This is an optimization exercise on Yosys and OpenROAD, whose aim is small area, not a production implementation.
Function was checked by simulation only, so behaviour that the tests miss may differ from the original.
Power and IR drop assume default switching activity.

[flow/run.sh]
#!/bin/bash
# synth_recipe.tcl (not shown) runs the flow's synth.tcl, then flattens the netlist and writes it again
# the make line also repeats each setting of config.mk as NAME=value (left out here)
make -C /OpenROAD-flow-scripts/flow DESIGN_CONFIG=/design/flow/config.mk WORK_HOME=/design/flow/orfs CLKGATE_MAP_FILE= SYNTH_SCRIPT=/design/flow/synth_recipe.tcl finish
[flow/config.mk]
export PLATFORM = sky130hd
export DESIGN_NAME = dot_driver_top
export DESIGN_NICKNAME = dot_driver_top
export VERILOG_FILES = /design/flow/design.v
export SDC_FILE = /design/flow/constraint.sdc
export NUM_CORES = 4
export LEC_CHECK = 0
export CAP_MARGIN = 40
export CORE_MARGIN = 2
export CORE_UTILIZATION = 40
export SLEW_MARGIN = 20
[flow/constraint.sdc]
create_clock -name core_clock -period 10.0 [get_ports {user_clock2_i}]
set_input_delay 2.0000 -clock core_clock [delete_from_list [all_inputs] [get_ports {user_clock2_i}]]
set_output_delay 2.0000 -clock core_clock [all_outputs]
set_load 0.01 [all_outputs]
[flow/design.v]
`timescale 1ns/1ps
package dot_driver_pkg;
  localparam int FRAME_BITS   = 12;
  localparam int DRV_IDX_BITS = 3;
  localparam int ADDR_BITS    = 6;
  localparam int DOT_BITS     = 2;
  typedef logic [ADDR_BITS-1:0]    mem_addr_t;
  typedef logic [DOT_BITS-1:0]     dot_data_t;
  typedef logic [DRV_IDX_BITS-1:0] drv_idx_t;
  typedef logic [FRAME_BITS-1:0]   frame_t;
  typedef enum logic {
    WR_PATTERN = 1'b0,
    WR_CONFIG  = 1'b1
  } wr_cmd_e;
  typedef struct packed {
    wr_cmd_e   cmd;
    drv_idx_t  idx;
    mem_addr_t addr;
    dot_data_t data;
  } mem_write_t;
  typedef struct packed {
    logic      active;
    logic      bank;
    mem_addr_t addr;
  } scan_t;
  typedef enum logic {
    SEQ_IDLE,
    SEQ_SCAN
  } seq_state_e;
  function automatic mem_write_t frame_to_write(frame_t frame);
    frame_to_write = {frame[FRAME_BITS-1],
                      frame[FRAME_BITS-2 -: DRV_IDX_BITS],
                      frame[FRAME_BITS-2-DRV_IDX_BITS -: ADDR_BITS],
                      frame[DOT_BITS-1:0]};
  endfunction
endpackage
`timescale 1ns/1ps
`default_nettype none
module spi_frame_receiver (
  input  logic        user_clock2_i,
  input  logic        arst_n_i,
  input  logic        sclk_i,
  input  logic        mosi_i,
  input  logic        ss_n_i,
  output logic        wr_valid_o,    
  output logic [11:0] frame_o        
);
  logic [2:0]  sclk_sync_q;
  logic [1:0]  mosi_sync_q;
  logic [1:0]  ss_n_sync_q;
  logic [3:0]  bit_cnt_q;
  logic [11:0] shift_q;
  logic        sclk_rise;
  logic        frame_done;
  always_ff @(posedge user_clock2_i or negedge arst_n_i) begin
    if (!arst_n_i) begin
      sclk_sync_q <= '0;
      ss_n_sync_q <= '1;
    end else begin
      sclk_sync_q <= {sclk_sync_q[1:0], sclk_i};
      ss_n_sync_q <= {ss_n_sync_q[0], ss_n_i};
    end
  end
  always_ff @(posedge user_clock2_i) begin
    mosi_sync_q <= {mosi_sync_q[0], mosi_i};
  end
  assign sclk_rise  = sclk_sync_q[1] && !sclk_sync_q[2];
  assign frame_done = sclk_rise && !ss_n_sync_q[1] && (bit_cnt_q == 4'd11);
  always_ff @(posedge user_clock2_i or negedge arst_n_i) begin
    if (!arst_n_i) begin
      bit_cnt_q <= '0;
    end else if (ss_n_sync_q[1]) begin
      bit_cnt_q <= '0;
    end else if (sclk_rise) begin
      bit_cnt_q <= (bit_cnt_q == 4'd11) ? 4'd0 : bit_cnt_q + 4'd1;
    end
  end
  always_ff @(posedge user_clock2_i) begin
    if (sclk_rise) shift_q <= {shift_q[10:0], mosi_sync_q[1]};
  end
  always_ff @(posedge user_clock2_i or negedge arst_n_i) begin
    if (!arst_n_i) wr_valid_o <= 1'b0;
    else           wr_valid_o <= frame_done;
  end
  assign frame_o = shift_q;
endmodule
`default_nettype wire
`timescale 1ns/1ps
`default_nettype none
module update_controller (
  input  logic       user_clock2_i,
  input  logic       arst_n_i,
  input  logic       wr_valid_i,
  input  logic [11:0] frame_i,
  input  logic       latch_data_i,
  input  logic       control_trigger_i,
  output logic       cfg_we_o,        
  output logic       bank_o,
  output logic       active_o,
  output logic [5:0] rd_pos_o,        
  output logic       lap0_o,
  output logic [2:0] slot_core_o,
  output logic       slot_bank_o,
  output logic [1:0] slot_data_o,
  output logic       ins47_o,         
  output logic       ins23_o,
  output logic       hit_o,           
  output logic       update_done_o
);
  logic       wr_apply_q;
  logic       bank_q;
  logic       done_q;
  logic       active_q;
  logic       k_h_q;
  logic [4:0] k_l_q;
  logic       t_h_q;
  logic [4:0] t_l_q;
  logic       lap0_q;
  logic       p_h_q;
  logic [4:0] p_l_q;
  logic       slot_v_q;
  logic [2:0] slot_core_q;
  logic       slot_bank_q;
  logic       slot_a_h_q;
  logic [4:0] slot_a_l_q;
  logic [1:0] slot_data_q;
  logic       req;
  logic       f_a_h;
  logic [4:0] f_a_l;
  logic       match;
  logic       k_last;
  always_ff @(posedge user_clock2_i or negedge arst_n_i) begin
    if (!arst_n_i) wr_apply_q <= 1'b0;
    else           wr_apply_q <= wr_valid_i;
  end
  assign req      = wr_apply_q && !frame_i[11] && !(frame_i[7] && frame_i[6]);
  assign cfg_we_o = wr_apply_q && frame_i[11];
  assign f_a_h    = frame_i[7] || (frame_i[6] && frame_i[5]);
  assign f_a_l    = f_a_h ? 5'(frame_i[7:2] - 6'd24) : frame_i[6:2];
  always_ff @(posedge user_clock2_i or negedge arst_n_i) begin
    if (!arst_n_i) begin
      t_h_q  <= 1'b0;
      t_l_q  <= '0;
      lap0_q <= 1'b1;
    end else begin
      if (t_l_q == 5'd23) begin
        t_l_q  <= '0;
        t_h_q  <= ~t_h_q;
        lap0_q <= 1'b0;
      end else begin
        t_l_q <= t_l_q + 5'd1;
      end
    end
  end
  assign match   = slot_v_q && (slot_a_l_q == t_l_q);
  assign ins47_o = match && (slot_a_h_q == t_h_q);
  assign ins23_o = match && (slot_a_h_q != t_h_q);
  always_ff @(posedge user_clock2_i or negedge arst_n_i) begin
    if (!arst_n_i) slot_v_q <= 1'b0;
    else if (req)  slot_v_q <= 1'b1;
    else if (match) slot_v_q <= 1'b0;
  end
  always_ff @(posedge user_clock2_i) begin
    if (req) begin
      slot_core_q <= frame_i[10:8];
      slot_bank_q <= ~bank_q;
      slot_a_h_q  <= f_a_h;
      slot_a_l_q  <= f_a_l;
      slot_data_q <= frame_i[1:0];
    end
  end
  always_ff @(posedge user_clock2_i or negedge arst_n_i) begin
    if (!arst_n_i) begin
      bank_q <= 1'b0;
    end else if (latch_data_i && !active_q) begin
      bank_q <= ~bank_q;
    end
  end
  assign k_last = k_h_q && (k_l_q == 5'd23);
  always_ff @(posedge user_clock2_i or negedge arst_n_i) begin
    if (!arst_n_i) begin
      active_q <= 1'b0;
      k_h_q    <= 1'b0;
      k_l_q    <= '0;
      done_q   <= 1'b0;
    end else begin
      done_q <= active_q && k_last;
      if (!active_q) begin
        if (control_trigger_i && !done_q) active_q <= 1'b1;
      end else if (k_l_q == 5'd23) begin
        k_l_q <= '0;
        k_h_q <= ~k_h_q;
        if (k_h_q) active_q <= 1'b0;
      end else begin
        k_l_q <= k_l_q + 5'd1;
      end
    end
  end
  always_ff @(posedge user_clock2_i) begin
    if (!active_q) begin
      p_h_q <= t_h_q;
      p_l_q <= t_l_q;
    end
  end
  assign hit_o = slot_v_q && (slot_bank_q == bank_q) &&
                 (slot_a_h_q == k_h_q) && (slot_a_l_q == k_l_q);
  assign bank_o        = bank_q;
  assign active_o      = active_q;
  assign rd_pos_o      = {p_h_q, p_l_q};
  assign lap0_o        = lap0_q;
  assign slot_core_o   = slot_core_q;
  assign slot_bank_o   = slot_bank_q;
  assign slot_data_o   = slot_data_q;
  assign update_done_o = done_q;
endmodule
`default_nettype wire
`timescale 1ns/1ps
`default_nettype none
module driver_core (
  input  logic        user_clock2_i,
  input  logic        arst_n_i,
  input  logic        lap0_i,       
  input  logic [1:0]  ins47_i,      
  input  logic [1:0]  ins23_i,      
  input  logic [1:0]  wd_i,         
  input  logic        cfg_we_i,
  input  logic        cfg_d_i,
  input  logic [95:0] rsel_i,       
  input  logic        hit_i,        
  input  logic        active_i,
  output logic [1:0]  driver_io_o
);
  logic [1:0] ring_q [2][48];
  logic       invert_q;
  logic [1:0] rd;
  logic [1:0] val;
  for (genvar b = 0; b < 2; b++) begin : g_bank
    for (genvar p = 0; p < 48; p++) begin : g_pos
      always_ff @(posedge user_clock2_i) begin
        if (p == 47) begin
          ring_q[b][p] <= ins47_i[b] ? wd_i : (ring_q[b][0] & {2{!lap0_i}});
        end else if (p == 23) begin
          ring_q[b][p] <= ins23_i[b] ? wd_i : (ring_q[b][24] & {2{!lap0_i}});
        end else begin
          ring_q[b][p] <= ring_q[b][p+1];
        end
      end
    end
  end
  always_ff @(posedge user_clock2_i or negedge arst_n_i) begin
    if (!arst_n_i)     invert_q <= 1'b0;
    else if (cfg_we_i) invert_q <= cfg_d_i;
  end
  always_comb begin
    rd = '0;
    for (int b = 0; b < 2; b++)
      for (int p = 0; p < 48; p++)
        rd = rd | (ring_q[b][p] & {2{rsel_i[b*48+p]}});
  end
  assign val = hit_i ? wd_i : rd;
  always_ff @(posedge user_clock2_i or negedge arst_n_i) begin
    if (!arst_n_i) driver_io_o <= '0;
    else           driver_io_o <= active_i ? (val ^ {2{invert_q}}) : 2'b00;
  end
endmodule
`default_nettype wire
`timescale 1ns/1ps
`default_nettype none
module dot_driver_top #(
  parameter int NUM_OF_DRIVERS = 8,
  parameter int MEM_LENGTH     = 48
) (
  input  logic                      user_clock2_i,
  input  logic                      arst_n_i,
  input  logic                      sclk_i,
  input  logic                      mosi_i,
  input  logic                      ss_n_i,
  input  logic                      latch_data_i,
  input  logic                      control_trigger_i,
  output logic [2*NUM_OF_DRIVERS-1:0] driver_io_o,   
  output logic                      update_done_o
);
  logic        wr_valid;
  logic [11:0] frame;
  logic        cfg_we;
  logic        bank;
  logic        active;
  logic [5:0]  rd_pos;
  logic        lap0;
  logic [2:0]  slot_core;
  logic        slot_bank;
  logic [1:0]  slot_data;
  logic        ins47;
  logic        ins23;
  logic        hit;
  logic [95:0] rsel;
  spi_frame_receiver u_spi_rx (
    .user_clock2_i (user_clock2_i),
    .arst_n_i      (arst_n_i),
    .sclk_i        (sclk_i),
    .mosi_i        (mosi_i),
    .ss_n_i        (ss_n_i),
    .wr_valid_o    (wr_valid),
    .frame_o       (frame)
  );
  update_controller u_ctrl (
    .user_clock2_i     (user_clock2_i),
    .arst_n_i          (arst_n_i),
    .wr_valid_i        (wr_valid),
    .frame_i           (frame),
    .latch_data_i      (latch_data_i),
    .control_trigger_i (control_trigger_i),
    .cfg_we_o          (cfg_we),
    .bank_o            (bank),
    .active_o          (active),
    .rd_pos_o          (rd_pos),
    .lap0_o            (lap0),
    .slot_core_o       (slot_core),
    .slot_bank_o       (slot_bank),
    .slot_data_o       (slot_data),
    .ins47_o           (ins47),
    .ins23_o           (ins23),
    .hit_o             (hit),
    .update_done_o     (update_done_o)
  );
  always_comb begin
    for (int b = 0; b < 2; b++)
      for (int ph = 0; ph < 2; ph++)
        for (int pl = 0; pl < 24; pl++)
          rsel[b*48 + ph*24 + pl] = active && (bank == b[0]) &&
                                    (rd_pos[5] == !ph[0]) && (rd_pos[4:0] == 5'(23 - pl));
  end
  for (genvar i = 0; i < NUM_OF_DRIVERS; i++) begin : g_core
    logic       sel;
    logic [1:0] ins47_c;
    logic [1:0] ins23_c;
    assign sel        = (slot_core == 3'(i));
    assign ins47_c[0] = ins47 && sel && !slot_bank;
    assign ins47_c[1] = ins47 && sel &&  slot_bank;
    assign ins23_c[0] = ins23 && sel && !slot_bank;
    assign ins23_c[1] = ins23 && sel &&  slot_bank;
    driver_core u_core (
      .user_clock2_i (user_clock2_i),
      .arst_n_i      (arst_n_i),
      .lap0_i        (lap0),
      .ins47_i       (ins47_c),
      .ins23_i       (ins23_c),
      .wd_i          (slot_data),
      .cfg_we_i      (cfg_we && frame[10:8] == 3'(i)),
      .cfg_d_i       (frame[0]),
      .rsel_i        (rsel),
      .hit_i         (hit && sel),
      .active_i      (active),
      .driver_io_o   (driver_io_o[2*i +: 2])
    );
  end
endmodule
`default_nettype wire
==> notes.md <==
- The reported max-cap violation count is 0.
- The largest net degree at the start of global routing is 52.
- The detailed-route wire length on metal 1 is 88.4 mm.
- The share of synthesized area occupied by flip-flops and latches is 67.6%.
- Among the stages of the critical path, the cell type that occurs most often is sky130_fd_sc_hd__buf_4.
- For this run, the share of the core covered by cells in the final layout is 47.3%.
- In this run the core area contains 128 standard-cell rows.
- Walking the worst path, the cells encountered are buf_4 -> buf_4 -> and4bb_1 -> buf_4 -> and2_0 -> buf_6 -> buf_4 -> a2111oi_0 -> nand4_1 -> nor4b_1 -> a21oi_1 -> mux2i_1.
- The critical path buffer and inverter count is 5.
- The first routing iteration left 7,571 violations.
- The share of flip-flops with an asynchronous set or reset is 3.21%.
- Setup violations remaining at the end of the flow were counted as 0.
- The flip-flop cell with the highest count after synthesis is sky130_fd_sc_hd__dfxtp_1.
- The cell class contributing the biggest share of worst-path delay is buffers and inverters.
- The most frequent standard cell in the layout excluding fill and tap cells is sky130_fd_sc_hd__dfxtp_1.
- On the critical path, the stage with the largest delay is an instance of sky130_fd_sc_hd__nor4b_1.
- After the last flow step, the layout net total stands at 4,042.
- The overall die area is 0.125 mm^2.
- The worst-case register-to-register setup slack is 5.30 ns.
- The average wire per cell in the routed design is 42.2 um.
- In the synthesized netlist, the number of instances is 3,903.
- The via count is 39,200.
- Across the VDD grid, the largest voltage drop is 170 uV.
- The count of flip-flops with a built-in enable after synthesis is 30.
- In the routed design, unresolved DRC markers number 0.
- Counting flops and latches in the post-synthesis netlist gives 1,620.
- The area growth from synthesis to layout is 17.6%.
- The data required time of the critical path is 10.67 ns.
- The total routing resource utilization after global routing is 38.2%.
- Summed over all nets, wire length on met2 after detailed routing comes to 93.4 mm.
- The maximum clock rate is 213 MHz.
- The final clock skew is 0.0333 ns.
- The largest driver fanout on the critical path is 39.
- The type of element capturing the critical path is a flip-flop.
- The number of global-route vias before repair is 37,000.
- The normalized max-slew margin is 30.1%.
- The number of hold violations in the final report is 0.
- Adding up every negative setup slack in the final design gives 0 ns.
- The clock drives 1,620 sinks.
- The fraction of power consumed by the clock network is 48.6%.
- The routed wire length on met3 is 40.3 mm.
- The initial cell density of the core is 40.2%.
- The number of nets in the synthesized netlist is 3,914.
- Summed over all nets, the half-perimeter wirelength after detailed placement is 166 mm.
- The shortest clock period the worst path allows after layout is 4.70 ns.
- The type of the most critical hold path is reg -> reg.
- The category of the most critical setup path is reg -> reg.
- Averaged over all synthesized cells, the footprint is 12.5 um^2.
- The initial antenna violation count is 28.
- The post-route cell area is 0.0574 mm^2.
- The switching portion of total power is 21.3%.
- The aggregate global routing overflow is 0.
- The launching element type of the critical path is a flip-flop.
- The clock tree from TritonCTS is yes.
- The relative contribution of combinational cells to total power is 0.8%.
- Sequential cells burn 50.6% of the power.
- In the layout the commonest cells are 1,538 x sky130_fd_sc_hd__dfxtp_1, 223 x sky130_fd_sc_hd__a22oi_1, 211 x sky130_fd_sc_hd__nand3_1, 165 x sky130_fd_sc_hd__buf_4, 161 x sky130_fd_sc_hd__clkbuf_16.
- The routability congestion estimate from global placement is 1.09.
- The peak per-stage delay on the critical path is 0.73 ns.
- The detailed router used layers up to and including met5.
- The power density over the cells is 224 mW/mm^2.
- The flow ran to the end and the layout has no timing, DRC or antenna violations.
- The CTS buffer count is 158.
- The height of the die is 353 um.
- The worst register-to-register path ends at g_core[1].u_core.driver_io_o[0].
- The worst path arrival time is 5.37 ns.
- The post-detailed-route count of antenna-violating nets is 0.
- The via count normalized by instance count is 6.74.
- The tree is rooted in a sky130_fd_sc_hd__clkbuf_16.
- Setup repair after global routing left no endpoint under its margin.
- The clock passes through at most 3 buffers.
- The number of cells on the worst reg-to-reg path is 12.
- For this run, the number of Yosys warnings is 5.
- The number of logic stages on the critical path including buffering is 12.
- In this run the critical register-to-register path is launched from u_ctrl.p_l_q[4].
- The post-detailed-routing wire length is 246 mm.
- In this run the horizontal extent of the chip is 353 um.
- After clock tree synthesis, the flow added hold-fix buffers numbering 0.
- The max-slew violation count was 0.
- Buffers added to address setup during post-CTS repair amount to 0.
- For this design the static power due to leakage is 21.0 nW.
- The post-synthesis instance area is 0.0488 mm^2.
- The number of input and output port buffers inserted is 23.
- The worst path uses 47.0% of the clock period.
- The first detailed-routing pass ran for 9 iterations.
- The total internal power is 10.1 mW.
- The later pin in the worst-skew pair is clocked with a latency of 0.79 ns.
- The total core area is 0.121 mm^2.
- The capturing instance or port of the critical path is g_core[1].u_core.driver_io_o[0].
- The actual slew at the worst max-slew pin is 1.05 ns.
- The first-pass GRT wire length is 324 mm.
- Once the clock tree was built, the resizer swapped 0 gates to a different size.
- In the final layout, the share of cells above drive strength 1 is 16.0%.
- The deepest level of the CTS H-tree is 4.
- The total power consumption of the routed design is 12.8 mW.
- During I/O placement, the number of pins put on the boundary was 24.
- Tracing the worst setup path back leads to its startpoint at u_ctrl.p_l_q[4].
- The analysis attributes to net switching a power of 2.73 mW.
- The clock-pin slew on the worst setup and hold paths is 0.06 ns.
- The number of distinct library cells after synthesis is 106.
- The area of placed instances is 0.0517 mm^2.
## state kept, by name (all words and copies together) (netlist names), 2 cells and up
register,flops
u_spi_rx.mosi_sync_q,2
u_ctrl.slot_core_q,3
u_spi_rx.shift_q,12
u_ctrl.k_l_q,5
u_ctrl.slot_a_l_q,5
g_core.u_core.driver_io_o,16
g_core.u_core.invert_q,8
g_core.u_core.ring_q,1536
u_ctrl.slot_data_q,2
u_spi_rx.bit_cnt_q,4
u_ctrl.p_l_q,5
u_ctrl.t_l_q,5
u_spi_rx.ss_n_sync_q,2
u_spi_rx.sclk_sync_q,3
## how the worst min path moves through the flow
| stage | from | endpoint | slack (ns) | cells past startpoint |
|---|---|---|---|---|
| final | g_core[3].u_core.ring_q[34][0] | g_core[3].u_core.ring_q[33][0] | 0.33 | 0 |
| after global routing | g_core[5].u_core.ring_q[89][0] | g_core[5].u_core.ring_q[88][0] | 0.34 | 0 |
| after CTS | g_core[1].u_core.ring_q[32][0] | g_core[1].u_core.ring_q[31][0] | 0.33 | 0 |
| after detailed placement | u_spi_rx.mosi_sync_q[0] | u_spi_rx.mosi_sync_q[1] | 0.31 | 0 |
| after global placement | u_spi_rx.mosi_sync_q[0] | u_spi_rx.mosi_sync_q[1] | 0.32 | 0 |
| after floorplan | u_spi_rx.mosi_sync_q[0] | u_spi_rx.mosi_sync_q[1] | 0.31 | 0 |
## synth_stat cells, types with 46 or more instances
| cell type | number | area, um^2 |
|---|---|---|
| sky130_fd_sc_hd__a32oi_1 | 86 | 753 |
| sky130_fd_sc_hd__mux2i_1 | 119 | 1190 |
| sky130_fd_sc_hd__mux2_2 | 86 | 968 |
| sky130_fd_sc_hd__clkbuf_1 | 98 | 368 |
| sky130_fd_sc_hd__nand2_1 | 141 | 529 |
| sky130_fd_sc_hd__nor3_1 | 52 | 260 |
| sky130_fd_sc_hd__a22oi_1 | 223 | 1670 |
| sky130_fd_sc_hd__nand4_1 | 94 | 588 |
| sky130_fd_sc_hd__dfxtp_1 | 1538 | 30800 |
| sky130_fd_sc_hd__dfrtp_1 | 49 | 1230 |
| sky130_fd_sc_hd__a22o_1 | 54 | 473 |
| sky130_fd_sc_hd__buf_2 | 80 | 400 |
| sky130_fd_sc_hd__nand3b_1 | 46 | 345 |
| sky130_fd_sc_hd__a21oi_1 | 80 | 400 |
| sky130_fd_sc_hd__nand3_1 | 211 | 1060 |
| sky130_fd_sc_hd__a221oi_1 | 47 | 412 |
| sky130_fd_sc_hd__nor2b_1 | 46 | 288 |
| sky130_fd_sc_hd__nor2_1 | 134 | 503 |
## power by group through the flow
stage	registers [mW]	logic [mW]	clock network, mW
2_1_floorplan	6.62	0.0428	0
3_3_place_gp	6.63	0.0892	0
3_5_place_dp	6.63	0.0924	0
4_1_cts	6.49	0.0920	6.22
5_1_grt	6.48	0.0970	6.48
6_report	6.49	0.102	6.24
## layer usage
metal  vias up  global-route usage [%]
li1      14800                       -
met4        20                    29.3
met1     19000                    46.4
met5         -                    1.13
met3      1299                    19.9
met2      4085                    50.5
## kinds of logic (layout without fill, tap and decap cells)
logic type                 Yosys count  in the layout  share of synthesized area [%]
adders and majority gates            4              4                          0.103
buffers and inverters              268            521                           3.00
AOI/OAI and AO/OA                  778            778                           12.3
muxes                              214            214                           4.77
and+or+nand+nor                    993            993                           11.7
DFF                               1620           1620                           67.6
other                                0             37                              0
xor gates and xnor gates            26             26                          0.467
## cell type report
type / count / area [um^2]
fillers: 11000 / 64000
well taps: 1625 / 2030
repair buffers: 223 / 2020
inverters: 13 / 48.8
flip-flops and latches: 1620 / 33000
clock inverters: 45 / 717
multi-input cells: 2015 / 14700
clock buffers: 240 / 4760
diodes: 37 / 92.6
## per-stage QoR
step	setup WS, ns	hold WS, ns	instances
after floorplan	7.44	0.310	3903
after global routing	5.38	0.338	5782
after global placement	5.11	0.317	5453
after CTS	5.53	0.330	5771
final	5.30	0.331	5818
after detailed placement	5.55	0.315	5486

==> port drivers added, routing unchanged <==
The flow's constraints put no driver on any port. The routed layout listed below was extracted and timed again, unchanged, in two steps. Step 1 assumes that a clkbuf_16 drives the clock port and a buf_2 every other input. Step 2, shift: input delay + t, output delay - t, t = (earliest + latest rising clock arrival at the registers) / 2. This alone moves slack from input paths to output paths. Three values: no drivers, after step 1, after step 2; two values: the first two.
shift t [ns]: 0.859
setup slack, ns: 5.301 / 5.301 / 5.301
hold slack, ns: 0.331 / 0.331 / 0.331
After both steps this run still meets setup and hold. The setup slack of this run moves by 0.000 ns with the drivers and by 0.000 ns with both steps.
